This is an optimization exercise on Yosys and OpenROAD, whose aim is small area, a short achievable clock period and few clock cycles per item, not a production implementation.
At most, simulation tests tie the RTL to the original design; equivalence was not proved.
Power is estimated from default activity; no workload was simulated.

==> flow/design.v <==
`default_nettype none
package wbps_pkg;
    typedef struct packed {
        logic [7:0] data_byte;
        logic       last;
    } item_beat_t;
    typedef struct packed {
        logic        found;
        logic [31:0] match_offset;
    } result_beat_t;
endpackage
`default_nettype wire
`default_nettype none
module wildcard_byte_pattern_scan
(
    input  wire logic          clk,
    input  wire logic          rst_n,
    input  wire logic          cfg_write,
    input  wire logic [1:0]    cfg_index,
    input  wire logic [63:0]   cfg_data,
    input  wire logic          item_valid,
    output logic               item_ready,
    input  wire logic [8:0]    item_in,
    output logic               result_valid,
    input  wire logic          result_ready,
    output logic [32:0]        result_out
);
    logic [63:0] pat_lo_reg;
    logic [63:0] pat_hi_reg;
    logic [15:0] care_reg;
    logic        lo_written_reg;
    logic        hi_written_reg;
    logic        care_written_reg;
    logic [3:0]  lm1_reg;            
    always_ff @(posedge clk)
    begin
        if (cfg_write && cfg_index == 2'd0) pat_lo_reg <= cfg_data;
        if (cfg_write && cfg_index == 2'd1) pat_hi_reg <= cfg_data;
        if (cfg_write && cfg_index == 2'd2) care_reg   <= cfg_data[15:0];
    end
    always_ff @(posedge clk or negedge rst_n)
    begin
        if (!rst_n)
        begin
            lo_written_reg   <= 1'b0;
            hi_written_reg   <= 1'b0;
            care_written_reg <= 1'b0;
            lm1_reg          <= 4'd0;
        end
        else if (cfg_write)
        begin
            if (cfg_index == 2'd0) lo_written_reg   <= 1'b1;
            if (cfg_index == 2'd1) hi_written_reg   <= 1'b1;
            if (cfg_index == 2'd2) care_written_reg <= 1'b1;
            if (cfg_index == 2'd3)
            begin
                if (cfg_data[4:0] == 5'd0)
                    lm1_reg <= 4'd0;
                else if (cfg_data[4])
                    lm1_reg <= 4'd15;
                else
                    lm1_reg <= cfg_data[3:0] - 4'd1;
            end
        end
    end
    logic ready_reg;                 
    logic accept;
    assign item_ready = ready_reg;
    assign accept     = item_valid && ready_reg;
    logic [7:0]  b;
    logic [15:0] eq;
    logic        b_zero;
    assign b      = item_in[8:1];
    assign b_zero = (b == 8'd0);
    for (genvar j = 0; j < 16; j++)
    begin : g_cmp
        logic [7:0] sig;
        logic       written;
        assign sig     = (j < 8) ? pat_lo_reg[8*(j%8) +: 8] : pat_hi_reg[8*(j%8) +: 8];
        assign written = (j < 8) ? lo_written_reg : hi_written_reg;
        assign eq[j]   = (care_written_reg && !care_reg[j])
                      || (written ? (b == sig) : b_zero);
    end
    logic [15:0] p_reg;
    logic [3:0]  fill_reg;           
    logic        last_reg;           
    logic [15:0] p_keep;             
    logic [15:0] p_next;
    logic [15:0] len_sel;
    logic [3:0]  fill_eff;
    logic        tok_full;
    assign p_keep   = {p_reg[14:0] & {15{!last_reg}}, 1'b1};
    assign p_next   = eq & p_keep;
    assign fill_eff = last_reg ? 4'd0 : fill_reg;
    for (genvar j = 0; j < 16; j++)
    begin : g_sel
        assign len_sel[j] = (lm1_reg == 4'(j));
    end
    assign tok_full  = (fill_eff >= lm1_reg);
    always_ff @(posedge clk)
    begin
        if (accept)
        begin
            p_reg    <= p_next;
            fill_reg <= (fill_eff == 4'd15) ? 4'd15 : fill_eff + 4'd1;
        end
    end
    always_ff @(posedge clk or negedge rst_n)
    begin
        if (!rst_n)
            last_reg <= 1'b1;
        else if (accept)
            last_reg <= item_in[0];
    end
    logic       a_valid_reg;
    logic [3:0] a_tok_reg;
    logic       b_valid;
    logic [3:0] b_tok_reg;
    logic [3:0] new_tok;
    logic       out_valid_reg;
    logic       out_found_reg;
    logic       decide;
    logic       load_a;
    logic       fresh_a_reg;        
    logic       fresh_b_reg;        
    logic       m_late;             
    logic       a_m;
    logic       b_m;
    assign new_tok = {1'b0, last_reg, item_in[0], tok_full};
    assign m_late  = |(p_reg & len_sel);
    assign a_m     = fresh_a_reg ? m_late : a_tok_reg[3];
    assign b_m     = fresh_b_reg ? m_late : b_tok_reg[3];
    assign b_valid = !ready_reg;
    assign decide  = a_valid_reg && (!out_valid_reg || result_ready);
    assign load_a  = !a_valid_reg || decide;
    always_ff @(posedge clk)
    begin
        if (load_a)
            a_tok_reg <= b_valid ? {b_m, b_tok_reg[2:0]} : new_tok;
        else
            a_tok_reg[3] <= a_m;
        if (ready_reg)
            b_tok_reg <= new_tok;
        else
            b_tok_reg[3] <= b_m;
    end
    always_ff @(posedge clk or negedge rst_n)
    begin
        if (!rst_n)
        begin
            a_valid_reg <= 1'b0;
            ready_reg   <= 1'b1;
            fresh_a_reg <= 1'b0;
            fresh_b_reg <= 1'b0;
        end
        else
        begin
            fresh_a_reg <= accept && load_a;
            fresh_b_reg <= accept && !load_a;
            if (load_a) a_valid_reg <= b_valid || accept;
            ready_reg <= b_valid ? load_a : !(accept && !load_a);
        end
    end
    logic        a_match, a_first, a_last, a_full;
    logic        rep_reg;           
    logic        rep_eff;
    logic        match;
    logic        push;
    logic        nf_push;
    logic [31:0] off_reg;
    assign a_match = a_m;
    assign {a_first, a_last, a_full} = a_tok_reg[2:0];
    assign rep_eff = rep_reg && !a_first;
    assign match   = a_match && !rep_eff;
    assign nf_push = a_last && !rep_eff && !match;
    assign push    = match || nf_push;
    always_ff @(posedge clk)
    begin
        if (decide)
        begin
            rep_reg <= rep_eff || match;
            if (nf_push || (a_first && (match || !a_full)))
                off_reg <= 32'd0;
            else if (a_first)
                off_reg <= 32'd1;
            else if (!rep_eff && !match)
                off_reg <= a_full ? off_reg + 32'd1 : 32'd0;
            if (push)
                out_found_reg <= match;
        end
    end
    always_ff @(posedge clk or negedge rst_n)
    begin
        if (!rst_n)
            out_valid_reg <= 1'b0;
        else if (decide && push)
            out_valid_reg <= 1'b1;
        else if (result_ready)
            out_valid_reg <= 1'b0;
    end
    assign result_valid = out_valid_reg;
    assign result_out   = {out_found_reg, off_reg};
endmodule
`default_nettype wire
clock: 6.0 ns
lec_check: 0
cap_margin: 20
core_margin: 2
core_utilization: 40
setup_slack_margin: 3.5
slew_margin: 20
run.sh (not shown) runs the stock make flow with config.mk's settings and CLKGATE_MAP_FILE= SYNTH_SCRIPT=/design/flow/synth_recipe.tcl, a recipe that flattens the netlist after the stock synthesis.
Testbench counts at the start, summed over its fixed seeds: cycles 112,139, bytes 110,795.
==> next run, changes <==
--- a/flow/design.v
+++ b/flow/design.v
@@ -88,6 +88,7 @@
     logic [15:0] p_next;
     logic [15:0] len_sel;
     logic [3:0]  fill_eff;
+    logic        tok_match;
     logic        tok_full;
     assign p_keep   = {p_reg[14:0] & {15{!last_reg}}, 1'b1};
     assign p_next   = eq & p_keep;
@@ -96,6 +97,7 @@
     begin : g_sel
         assign len_sel[j] = (lm1_reg == 4'(j));
     end
+    assign tok_match = |(p_next & len_sel);
     assign tok_full  = (fill_eff >= lm1_reg);
     always_ff @(posedge clk)
     begin
@@ -121,28 +123,14 @@
     logic       out_found_reg;
     logic       decide;
     logic       load_a;
-    logic       fresh_a_reg;        
-    logic       fresh_b_reg;        
-    logic       m_late;             
-    logic       a_m;
-    logic       b_m;
-    assign new_tok = {1'b0, last_reg, item_in[0], tok_full};
-    assign m_late  = |(p_reg & len_sel);
-    assign a_m     = fresh_a_reg ? m_late : a_tok_reg[3];
-    assign b_m     = fresh_b_reg ? m_late : b_tok_reg[3];
+    assign new_tok = {tok_match, last_reg, item_in[0], tok_full};
     assign b_valid = !ready_reg;
     assign decide  = a_valid_reg && (!out_valid_reg || result_ready);
     assign load_a  = !a_valid_reg || decide;
     always_ff @(posedge clk)
     begin
-        if (load_a)
-            a_tok_reg <= b_valid ? {b_m, b_tok_reg[2:0]} : new_tok;
-        else
-            a_tok_reg[3] <= a_m;
-        if (ready_reg)
-            b_tok_reg <= new_tok;
-        else
-            b_tok_reg[3] <= b_m;
+        if (load_a)    a_tok_reg <= b_valid ? b_tok_reg : new_tok;
+        if (ready_reg) b_tok_reg <= new_tok;
     end
     always_ff @(posedge clk or negedge rst_n)
     begin
@@ -150,13 +138,9 @@
         begin
             a_valid_reg <= 1'b0;
             ready_reg   <= 1'b1;
-            fresh_a_reg <= 1'b0;
-            fresh_b_reg <= 1'b0;
         end
         else
         begin
-            fresh_a_reg <= accept && load_a;
-            fresh_b_reg <= accept && !load_a;
             if (load_a) a_valid_reg <= b_valid || accept;
             ready_reg <= b_valid ? load_a : !(accept && !load_a);
         end
@@ -168,8 +152,7 @@
     logic        push;
     logic        nf_push;
     logic [31:0] off_reg;
-    assign a_match = a_m;
-    assign {a_first, a_last, a_full} = a_tok_reg[2:0];
+    assign {a_match, a_first, a_last, a_full} = a_tok_reg;
     assign rep_eff = rep_reg && !a_first;
     assign match   = a_match && !rep_eff;
     assign nf_push = a_last && !rep_eff && !match;
Effect:
- register-to-register slack got worse by 0.11 ns
- routed wire length increases slightly
- global-route usage grows by 0.10 points
- hold slack loses 0.028 ns
- cell area is lower by a few percent
- clock power barely changes
- power drops by a few percent
- die area falls slightly
- sequential power stays flat
- synthesized area decreases slightly
- critical path depth rises by 2
- first-iteration DRC count went up by a quarter to a third
- cell count rose slightly
- clock skew fell by 0.0062 ns
No functional check of the RTL was part of the second run of this note.

[afterwards: timing with drivers on the ports]
The results above use ideal ports. As a check the final layouts listed here were re-extracted and re-timed, cells and wires unchanged.
Step 1, drivers: a clkbuf_16 drives clk and a buf_2 each remaining input, both assumed.
Step 2, shift: input delay + t, output delay - t, t = (earliest + latest rising clock arrival at the registers) / 2. This alone moves slack from input paths to output paths.
a / b / c = ideal ports / drivers / drivers and shift; a / b = the first two.
| run | shift t [ns] | slack for setup (ns) | cell pins on the clock port's net |
|---|---|---|---|
| the first run | 0.548 | 3.528 / 3.482 / 3.009 | 1 |
| the second run | 0.548 | 2.936 / 2.948 / 2.400 | 1 |
After both steps every run listed still meets setup and hold. The setup slack of the second run, which loses most, moves by +0.012 ns with the drivers and by -0.536 ns with both steps.
